This is an optimization exercise on Yosys and OpenROAD, whose aim is small area, a short achievable clock period and few clock cycles, not a production implementation. The RTL was checked by simulation tests, not by an equivalence proof against the original design. No activity file was given, so power comes from the tool's default toggle rates.

==> flow/design.v (excerpt) <==
module param_wallace_multiplier
#(
    parameter int WIDTH = 32
) (
    input  logic                 clk,
    input  logic                 rst,
    input  logic [WIDTH-1:0]     a,
    input  logic [WIDTH-1:0]     b,
    input  logic                 signed_mode,
    input  logic                 in_valid,
    output logic                 in_ready,
    output logic [2*WIDTH-1:0]   product,
    output logic                 out_valid,
    input  logic                 out_ready
);
    logic [131:0] r_q;
    logic [131:0] r_d;
    logic        v_q;
    logic        adv_s;
    logic [63:0] row_x;
    logic [63:0] row_y;
    logic [33:0] ax;
    logic [34:0] bx;
    logic [33:0] xa_0;
    logic [33:0] xa_1;
    logic [33:0] xa_2;
    logic [33:0] xa_3;
    logic [33:0] xa_4;
    logic [33:0] xa_5;
    logic [33:0] xa_6;
    logic [33:0] xa_7;
    logic [33:0] xa_8;
    logic [33:0] xa_9;
    logic [33:0] xa_10;
    logic [33:0] xa_11;
    logic [33:0] xa_12;
    logic [33:0] xa_13;
    logic [33:0] xa_14;
    logic [33:0] xa_15;
    logic [33:0] xa_16;
    logic one_0;
    logic two_0;
    logic neg_0;
    logic pp_0_0;
    logic pp_0_1;
    logic pp_0_2;
    logic pp_0_3;
    logic pp_0_4;
    logic pp_0_5;
    logic pp_0_6;
    logic pp_0_7;
    logic pp_0_8;
    logic pp_0_9;
    logic pp_0_10;
    logic pp_0_11;
    logic pp_0_12;
    logic pp_0_13;
    logic pp_0_14;
    logic pp_0_15;
    logic pp_0_16;
    logic pp_0_17;
    logic pp_0_18;
    logic pp_0_19;
    logic pp_0_20;
    logic pp_0_21;
    logic pp_0_22;
    logic pp_0_23;
    logic pp_0_24;
    logic pp_0_25;
    logic pp_0_26;
    logic pp_0_27;
    logic pp_0_28;
    logic pp_0_29;
    logic pp_0_30;
    logic pp_0_31;
    logic pp_0_32;
    logic pp_0_33;
    logic one_1;
    logic two_1;
    logic neg_1;
    logic pp_1_0;
    logic pp_1_1;
    logic pp_1_2;
    logic pp_1_3;
    logic pp_1_4;
    logic pp_1_5;
    logic pp_1_6;
  ...
==> flow/config.mk <==
export PLATFORM = sky130hd
export DESIGN_NAME = param_wallace_multiplier
export DESIGN_NICKNAME = param_wallace_multiplier
export VERILOG_FILES = /design/flow/design.v
export SDC_FILE = /design/flow/constraint.sdc
export NUM_CORES = 4
export LEC_CHECK = 0
export ABC_CLOCK_PERIOD_IN_PS = 5000
export CAP_MARGIN = 20
export CORE_MARGIN = 2
export CORE_UTILIZATION = 40
export SETUP_SLACK_MARGIN = 3.0
export SLEW_MARGIN = 20
==> flow/constraint.sdc <==
create_clock -name core_clock -period 10.0 [get_ports {clk}]
set_input_delay 2.0000 -clock core_clock [delete_from_list [all_inputs] [get_ports {clk}]]
set_output_delay 2.0000 -clock core_clock [all_outputs]
set_load 0.01 [all_outputs]
standard.sh (not shown) runs the stock make flow with config.mk's settings and CLKGATE_MAP_FILE= SYNTH_SCRIPT=/design/flow/synth_recipe.tcl, a recipe that flattens the netlist after the stock synthesis.
==> flow/flow/run.sh <==
#!/bin/bash
# Own layout flow: the standard ORFS flow, with Yosys's generic "abc -fast"
# inside "synth" skipped (SYNTH_ARGS=-noabc). That pass re-maps the
# XOR3/majority full-adder logic before ORFS's extract_fa, which then finds the
# adders in inverted form and leaves an inverter on most adder-to-adder nets.
# Everything else (registers, their names, the final ABC mapping, floorplan,
# placement, CTS, routing) is the standard flow.
set -euo pipefail
bash standard.sh SYNTH_ARGS=-noabc finish > standard_flow.log 2>&1
Testbench counts at the start, summed over its fixed seeds: cycles 2,408.
Edit:
--- a/flow/config.mk
+++ b/flow/config.mk
@@ -10,4 +10,4 @@
 export CORE_MARGIN = 2
-export CORE_UTILIZATION = 40
-export SETUP_SLACK_MARGIN = 3.0
+export CORE_UTILIZATION = 55
+export SETUP_SLACK_MARGIN = 4.0
 export SLEW_MARGIN = 20
Worst setup slack improved by 0.72 ns.
Critical path depth rose by 1.
Sequential cell count does not change.
Cell count goes down by 2.7%.
Synthesized cell count does not change.
Maximum frequency rose by 12%.
Wire length rose by 6.8%.
Edit:
--- a/flow/config.mk
+++ b/flow/config.mk
@@ -8,6 +8,6 @@
 export ABC_CLOCK_PERIOD_IN_PS = 5000
-export CAP_MARGIN = 20
+export CAP_MARGIN = 0
 export CORE_MARGIN = 2
-export CORE_UTILIZATION = 55
+export CORE_UTILIZATION = 40
 export SETUP_SLACK_MARGIN = 4.0
-export SLEW_MARGIN = 20
+export SLEW_MARGIN = 0
=> Fmax goes up by a few percent; clock-buffer cell count does not change; global-route usage goes down by 11 points; final area goes down by a few percent; die area goes up by well over a third; via count goes down by a few percent; clock power goes down by a few percent.
Edit:
--- a/flow/config.mk
+++ b/flow/config.mk
@@ -8,6 +8,6 @@
 export ABC_CLOCK_PERIOD_IN_PS = 5000
-export CAP_MARGIN = 0
+export CAP_MARGIN = 20
 export CORE_MARGIN = 2
 export CORE_UTILIZATION = 40
-export SETUP_SLACK_MARGIN = 4.0
-export SLEW_MARGIN = 0
+export SETUP_SLACK_MARGIN = 3.8
+export SLEW_MARGIN = 20
- The changed run completed with no timing, DRC or antenna violations
- area after synthesis is unchanged
- count of clock-buffer cells in the layout stays the same
- worst hold slack gets better by 0.49 ns
- die area stays the same
- routed wire length grows by 1.6%
- total power grows by 0.68%
- register-to-register slack gets worse by 0.91 ns
Edit:
--- a/flow/config.mk
+++ b/flow/config.mk
@@ -7,2 +7,3 @@
 export LEC_CHECK = 0
+export ABC_AREA = 1
 export ABC_CLOCK_PERIOD_IN_PS = 5000
@@ -11,3 +12,3 @@
 export CORE_UTILIZATION = 40
-export SETUP_SLACK_MARGIN = 3.8
+export SETUP_SLACK_MARGIN = 4.0
 export SLEW_MARGIN = 20
Worst hold slack got worse by 0.33 ns.
Sequential cell count stays the same.
Final cell count rises by 25%.
Worst setup slack improved by 0.12 ns.
Maximum frequency rises by 1.9%.
Wire length rises by 13%.
Global-route usage rises by 1.7 points.
Critical path depth is unchanged.
Combinational power rises by about 10%.
Sequential power is about the same.
Edit:
--- a/flow/config.mk
+++ b/flow/config.mk
@@ -7,3 +7,2 @@
 export LEC_CHECK = 0
-export ABC_AREA = 1
 export ABC_CLOCK_PERIOD_IN_PS = 5000
@@ -12,3 +11,3 @@
 export CORE_UTILIZATION = 40
-export SETUP_SLACK_MARGIN = 4.0
+export SETUP_SLACK_MARGIN = 3.5
 export SLEW_MARGIN = 20
Effect:
- worst hold slack is better by 0.21 ns
- final cell count falls by 20%
- synthesized area falls by 6.3%
- setup slack is worse by 0.35 ns
- die area falls by 6.2%
- total power falls by 11%
- global-route usage falls by 1.7 points
- clock power rises by 8.5%
- maximum frequency falls by 5.5%

* * *

Setup of run 1:
param_wallace_multiplier again, from the RTL that the note above started with.
Settings: LEC_CHECK=0, ABC_CLOCK_PERIOD_IN_PS=5000, CAP_MARGIN=20, CORE_MARGIN=2, CORE_UTILIZATION=40, SETUP_SLACK_MARGIN=4.5, SLEW_MARGIN=20; clock period 10.0 ns.
Scripts as last shown in full above: flow/flow/run.sh
Run 1 | stages: all done | timing, DRC, antenna: all pass
Testbench counts of run 1, summed over its fixed seeds: cycles 2,408.
The following lists how run 2 was set up differently from run 1:
Settings: PLACE_DENSITY: unset -> 0.75; SETUP_SLACK_MARGIN: 4.5 -> 4.0.
### Flow results
- [compare] base=run 1 new=run 2: initial antenna violation count moved down; relative contribution of combinational cells to total power moved down; switching power summed over all nets moved down.
- Taking run 1 as the reference, in run 2 overall via count from detail_route down 2,550; clock transition at the registers of the reported paths down 0.02 ns.
Input changes introduced in run 3 (baseline for comparison: run 2):
Settings: PLACE_DENSITY no longer set, was 0.75.
diff --git a/flow/flow/run.sh b/flow/flow/run.sh
--- a/flow/flow/run.sh
+++ b/flow/flow/run.sh
@@ -8,2 +8,2 @@
 set -euo pipefail
-bash standard.sh SYNTH_ARGS=-noabc finish > standard_flow.log 2>&1
+bash standard.sh SYNTH_ARGS=-noabc SYNTH_OPERATIONS_ARGS=-nordff finish > standard_flow.log 2>&1
Results
Run 3 closes out successfully: all stages finished, all timing, DRC and antenna checks passed.
Compared with run 2, post-synth design cell area in run 3 decreased by a few percent.
Of run 2 and run 3, run 3 shows the lower worst-margin pin slew, with run 2 above it.
Comparing run 2 and run 3, the lower area of the core is on run 3.
Lower minimum clock period after layout among run 2 and run 3: run 2
From run 2 to run 3 the numbers moved as follows: largest fanout on the critical path lower; via count -2,285.
r_q[6] as the origin of the worst setup path was reported by run 3, and b[1] by run 2.
NOTE: clock share of power in run 3 exceeds that of run 2
Setup changes, run 3 to run 4
Settings: changing SETUP_SLACK_MARGIN from 4.0 to 4.15.
diff --git a/flow/flow/run.sh b/flow/flow/run.sh
--- a/flow/flow/run.sh
+++ b/flow/flow/run.sh
@@ -8,2 +8,2 @@
 set -euo pipefail
-bash standard.sh SYNTH_ARGS=-noabc SYNTH_OPERATIONS_ARGS=-nordff finish > standard_flow.log 2>&1
+bash standard.sh SYNTH_ARGS=-noabc finish > standard_flow.log 2>&1
Notes after the runs:
Diff run 3 -> run 4: all-layer global routing usage now larger, effective utilization at floorplan comparable.
NOTE: largest fanout on the critical path in run 4 exceeds that of run 3
Summary: design area, run 4 worse than run 3
From run 3 to run 4 the numbers moved as follows: count of inserted tapcells went up by 68; total routed wirelength went up by about 11%; per-cell routed wire length went up by about 1.9%.
The following lists how run 5 was set up differently from run 4:
Settings: SETUP_SLACK_MARGIN changed from 4.15 to 4.0.
### Flow results
Count of inserted antenna diode cells (higher): run 5
In the flow results for run 5 and run 4, the post-cts repair resize count is smaller on run 5.
Note that the switching component of the power recorded for run 4 amounts to 1.10 times the value seen in run 5.
The lower via-per-instance ratio came out of run 5.
Relative to run 4, cell count decreased by 1.7% in run 5.
In the tables for run 5 and run 4, sum of routed wire segments on met1 reads lower with run 5.
On maximum frequency, run 4 tracks run 5 almost exactly.
[inputs] run 6 vs run 5
Settings: ABC_CLOCK_PERIOD_IN_PS: 5000 -> 2500.
- Both conditions hold for run 6: the flow ran to the end and the final layout passed the timing, design-rule and antenna checks.
- Diff run 5..run 6 | sequential cell count | unchanged
- Re maximum root-to-sink buffer count: no difference whatsoever between run 6 and run 5.
- ~same post-detailed-routing wire length in run 6 and run 5
- Diff run 5..run 6 | count of endpoints failing setup in the final report | unchanged
- Run 5 -> run 6: proportion of synthesized area in mux cells delta 0, exact match
- As far as number of rows created at floorplan goes, run 6 and run 5 are indistinguishable; the numbers are identical.
- Area growth from synthesis to final layout: run 5 vs run 6 identical
- Reported for run 6 and run 5, chip width turned out identical to the last digit.

* * *

param_wallace_multiplier, a different RTL version from the one above (not shown whole).
Size in the first run: about 2800 cells after synthesis, roughly 140 I/O pins, about 28000 um^2 of cells after synthesis.
// param_wallace_multiplier
module param_wallace_multiplier
#(
    parameter int WIDTH = 32
) (
    input  logic                 clk,
    input  logic                 rst,
    input  logic [WIDTH-1:0]     a,
    input  logic [WIDTH-1:0]     b,
    input  logic                 signed_mode,
    input  logic                 in_valid,
    output logic                 in_ready,
    output logic [2*WIDTH-1:0]   product,
    output logic                 out_valid,
    input  logic                 out_ready
);
export LEC_CHECK = 0
export ABC_CLOCK_PERIOD_IN_PS = 5000
export CAP_MARGIN = 20
export CORE_MARGIN = 2
export CORE_UTILIZATION = 40
export SETUP_SLACK_MARGIN = 4.5
export SLEW_MARGIN = 20
create_clock -name core_clock -period 10.0 [get_ports {clk}]
==> flow/flow/run.sh <==
#!/bin/bash
# Own layout flow: the standard ORFS flow, with Yosys's generic "abc -fast"
# inside "synth" skipped (SYNTH_ARGS=-noabc). That pass re-maps the
# XOR3/majority full-adder logic before ORFS's extract_fa, which then finds the
# adders in inverted form and leaves an inverter on most adder-to-adder nets.
# Everything else (registers, their names, the final ABC mapping, floorplan,
# placement, CTS, routing) is the standard flow.
set -euo pipefail
bash standard.sh SYNTH_ARGS=-noabc SETUP_MOVE_SEQUENCE=unbuffer,sizeup,swap finish > standard_flow.log 2>&1
Testbench counts at the start, summed over its fixed seeds: cycles 2,408.
Change:
--- a/flow/flow/run.sh
+++ b/flow/flow/run.sh
@@ -7,3 +7,3 @@
 # placement, CTS, routing) is the standard flow.
 set -euo pipefail
-bash standard.sh SYNTH_ARGS=-noabc SETUP_MOVE_SEQUENCE=unbuffer,sizeup,swap finish > standard_flow.log 2>&1
+bash standard.sh SYNTH_ARGS=-noabc finish > standard_flow.log 2>&1
--- a/flow/config.mk
+++ b/flow/config.mk
@@ -10,4 +10,4 @@
 export CORE_MARGIN = 2
 export CORE_UTILIZATION = 40
-export SETUP_SLACK_MARGIN = 4.5
+export SETUP_SLACK_MARGIN = 3.9
 export SLEW_MARGIN = 20
Outcome: The changed run went through all stages and came out clean; final cell count increases by 3.5%; wire length increases by 2.8%; global-route usage increases by 0.76 points; sequential cell count is unchanged; utilization decreases by 2.9 points; setup slack gains 0.11 ns; area after synthesis does not change; hold slack gains 0.16 ns; cell area decreases by 5.6%.
Change:
--- a/flow/flow/run.sh
+++ b/flow/flow/run.sh
@@ -7,3 +7,3 @@
 # placement, CTS, routing) is the standard flow.
 set -euo pipefail
-bash standard.sh SYNTH_ARGS=-noabc finish > standard_flow.log 2>&1
+bash standard.sh SYNTH_ARGS=-noabc SETUP_MOVE_SEQUENCE=unbuffer,sizeup,swap finish > standard_flow.log 2>&1
--- a/flow/config.mk
+++ b/flow/config.mk
@@ -10,4 +10,4 @@
 export CORE_MARGIN = 2
 export CORE_UTILIZATION = 40
-export SETUP_SLACK_MARGIN = 3.9
+export SETUP_SLACK_MARGIN = 4.0
 export SLEW_MARGIN = 20
Result: Cell area shrinks by 3.0%. Core utilization shrinks by 1.5 points. Register-to-register slack degrades by 0.12 ns. Total power grows by 2.3%.
Change:
--- a/flow/flow/run.sh
+++ b/flow/flow/run.sh
@@ -7,3 +7,3 @@
 # placement, CTS, routing) is the standard flow.
 set -euo pipefail
-bash standard.sh SYNTH_ARGS=-noabc SETUP_MOVE_SEQUENCE=unbuffer,sizeup,swap finish > standard_flow.log 2>&1
+bash standard.sh SYNTH_ARGS=-noabc finish > standard_flow.log 2>&1
--- a/flow/config.mk
+++ b/flow/config.mk
@@ -10,4 +10,5 @@
 export CORE_MARGIN = 2
 export CORE_UTILIZATION = 40
+export CTS_BUF_LIST = sky130_fd_sc_hd__clkbuf_4 sky130_fd_sc_hd__clkbuf_8
 export SETUP_SLACK_MARGIN = 4.0
 export SLEW_MARGIN = 20
The new run finished clean.
First-iteration DRC count climbs by 12%.
Global-route usage climbs by 1.1 points.
Core utilization climbs by 1.3 points.
Critical path depth drops by 2.
Clock-buffer cell count does not change.

* * *

== build 66 ==
param_wallace_multiplier again, from the RTL that the note above started with.
export LEC_CHECK = 0
export ABC_CLOCK_PERIOD_IN_PS = 5000
export CAP_MARGIN = 20
export CORE_MARGIN = 2
export CORE_UTILIZATION = 40
export SETUP_SLACK_MARGIN = 4.0
export SLEW_MARGIN = 20
create_clock -name core_clock -period 10.0 [get_ports {clk}]
==> flow/flow/run.sh <==
#!/bin/bash
# Own layout flow: the standard ORFS flow, with Yosys's generic "abc -fast"
# inside "synth" skipped (SYNTH_ARGS=-noabc). That pass re-maps the
# XOR3/majority full-adder logic before ORFS's extract_fa, which then finds the
# adders in inverted form and leaves an inverter on most adder-to-adder nets.
# Everything else (registers, their names, the final ABC mapping, floorplan,
# placement, CTS, routing) is the standard flow.
set -euo pipefail
bash standard.sh SYNTH_ARGS=-noabc SETUP_MOVE_SEQUENCE=unbuffer,sizeup,swap,buffer finish > standard_flow.log 2>&1
Testbench counts of build 66, summed over its fixed seeds: cycles 2,408.
> inputs changed (build 66 -> build 87)
Settings: SETUP_SLACK_MARGIN changed from 4.0 to 4.05.
--- a/flow/flow/run.sh
+++ b/flow/flow/run.sh
@@ -9 +9 @@
-bash standard.sh SYNTH_ARGS=-noabc SETUP_MOVE_SEQUENCE=unbuffer,sizeup,swap,buffer finish > standard_flow.log 2>&1
+bash standard.sh SYNTH_ARGS=-noabc finish > standard_flow.log 2>&1
Notes after the runs:
The clock group power in build 87 sits about 8% above the value recorded for build 66.
Per the comparison of build 87 with build 66, total global routing track utilization climbed 1.4 points; overall power dropped about 3.5%; final routed wirelength across all metal layers climbed about 6%.
Summary of build 87 over build 66: number of antenna repair diodes now larger, final area went up by 1200 um2.
Edits applied to the flow inputs when going from build 87 to build 57:
Settings: SETUP_SLACK_MARGIN now 4.0, was 4.05.
- Summary — number of antenna violations at the first check in global routing, build 57 relative to build 87: lower, by 2.
- Looking only at first-iteration DRC count, and setting everything else aside, the lower value of build 87 and build 57 goes to build 87.
- Comparing build 57 against build 87, there is no change at all in synthesized instance count.
- The run showing the greater buffer and inverter count on the worst path is build 57.
- Build 87 ended up with met5 as its highest metal layer with signal wires; build 57 ended up with met4.
Input changes introduced in build 26 (baseline for comparison: build 57):
Settings: CTS_BUF_LIST: unset -> sky130_fd_sc_hd__clkbuf_8; CTS_CLUSTER_SIZE: unset -> 30.
Results
- Having completed the whole flow, build 26 delivered a layout that passed the timing, design-rule and antenna checks.
- Depth of the critical timing path with buffers and inverters included on build 26 is down relative to build 57.
- Met3 layer usage reported by global route: build 26 vs build 57 down 0.62 points
- Compared with build 57, build 26 shows total non-filler cell area in the finished layout lower by about 2.2%.
- Cmp build 57 and build 26 / total power / lower: build 26
- Of build 57 and build 26, the higher area growth from synthesis to final layout belongs to build 57.
- Between build 57 and build 26, the number of nets in the layout figures differ only marginally.
- Comparing build 57 and build 26, post-route minimum period is lower on build 57.
- End point of the critical path = r_q[73]$_DFFE_PN_: build 26; end point of the critical path = r_q[69]$_DFFE_PN_: build 57
- Met2 track demand over resource in global routing: build 57 vs build 26 — no meaningful difference
- Row worst setup margin: build 26 lower / build 57 higher
Relative to build 26, the following input files were edited for build 73:
Settings: GPL_ROUTABILITY_DRIVEN now 0, previously not set; CTS_BUF_LIST no longer set, was sky130_fd_sc_hd__clkbuf_8; CTS_CLUSTER_SIZE no longer set, was 30.
Results
Switching portion of total power for build 73 is lower than for build 26. Flip-flop and latch count: build 26 vs build 73 identical. The run with more setup slack is build 73; build 26 has less. Build 73 against build 26: routed wire length shows an increase of 950 um; achievable clock frequency shows an increase of 1.1 MHz; ratio of final minimum period to clock period shows a reduction of 0.41 points; sum of met3 wire segment lengths after detailed routing shows an increase of 550 um; critical path depth shows a reduction of 1. Number of buffers on the longest clock path: build 26 vs build 73 identical.

## what the ideal ports hide
The flow's constraints put no driver on any port. The routed layouts listed below were extracted and timed again, unchanged, in two steps.
Step 1 (the two cells are an assumption about what drives the block):
set clk [get_ports {clk}]
set_driving_cell -lib_cell sky130_fd_sc_hd__clkbuf_16 $clk
set_driving_cell -lib_cell sky130_fd_sc_hd__buf_2 [delete_from_list [all_inputs] $clk]
Step 2, shift: input delay + t, output delay - t, t = (earliest + latest rising clock arrival at the registers) / 2. This alone moves slack from input paths to output paths.
a / b / c = ideal / step 1 / step 2; a / b = the first two.
run | t (ns) | setup slack, ns | worst setup path after step 2
the first run of note 1 | 0.556 | 3.136 / 3.174 / 2.618 | input to register
the second run of note 1 | 0.557 | 3.853 / 3.896 / 3.339 | input to register
the third run of note 1 | 0.559 | 4.059 / 3.992 / 3.546 | input to register
the fourth run of note 1 | 0.548 | 3.797 / 3.828 / 3.280 | input to register
the fifth run of note 1 | 0.478 | 3.915 / 3.953 / 3.474 | input to register
the sixth run of note 1 | 0.554 | 3.562 / 3.552 / 3.033 | input to register
run 1 | 0.552 | 4.175 / 4.179 / 3.627 | input to register
run 2 | 0.542 | 3.939 / 3.984 / 3.442 | input to register
run 3 | 0.562 | 3.782 / 3.722 / 3.428 | input to register
run 4 | 0.558 | 4.073 / 4.065 / 3.559 | input to register
run 5 | 0.559 | 4.059 / 3.992 / 3.546 | input to register
run 6 | 0.559 | 4.059 / 3.992 / 3.546 | input to register
the first run of note 3 | 0.546 | 3.775 / 3.794 / 3.248 | input to register
the second run of note 3 | 0.553 | 3.882 / 3.818 / 3.344 | input to register
the third run of note 3 | 0.540 | 3.599 / 3.607 / 3.067 | input to register
the fourth run of note 3 | 0.603 | 3.932 / 3.972 / 3.368 | input to register
build 66 | 0.541 | 3.634 / 3.643 / 3.102 | input to register
build 87 | 0.556 | 4.043 / 3.983 / 3.537 | input to register
build 57 | 0.538 | 3.997 / 3.932 / 3.489 | input to register
build 26 | 0.603 | 3.932 / 3.972 / 3.368 | input to register
build 73 | 0.567 | 3.973 / 3.949 / 3.448 | input to register
After both steps every run listed still meets setup and hold.
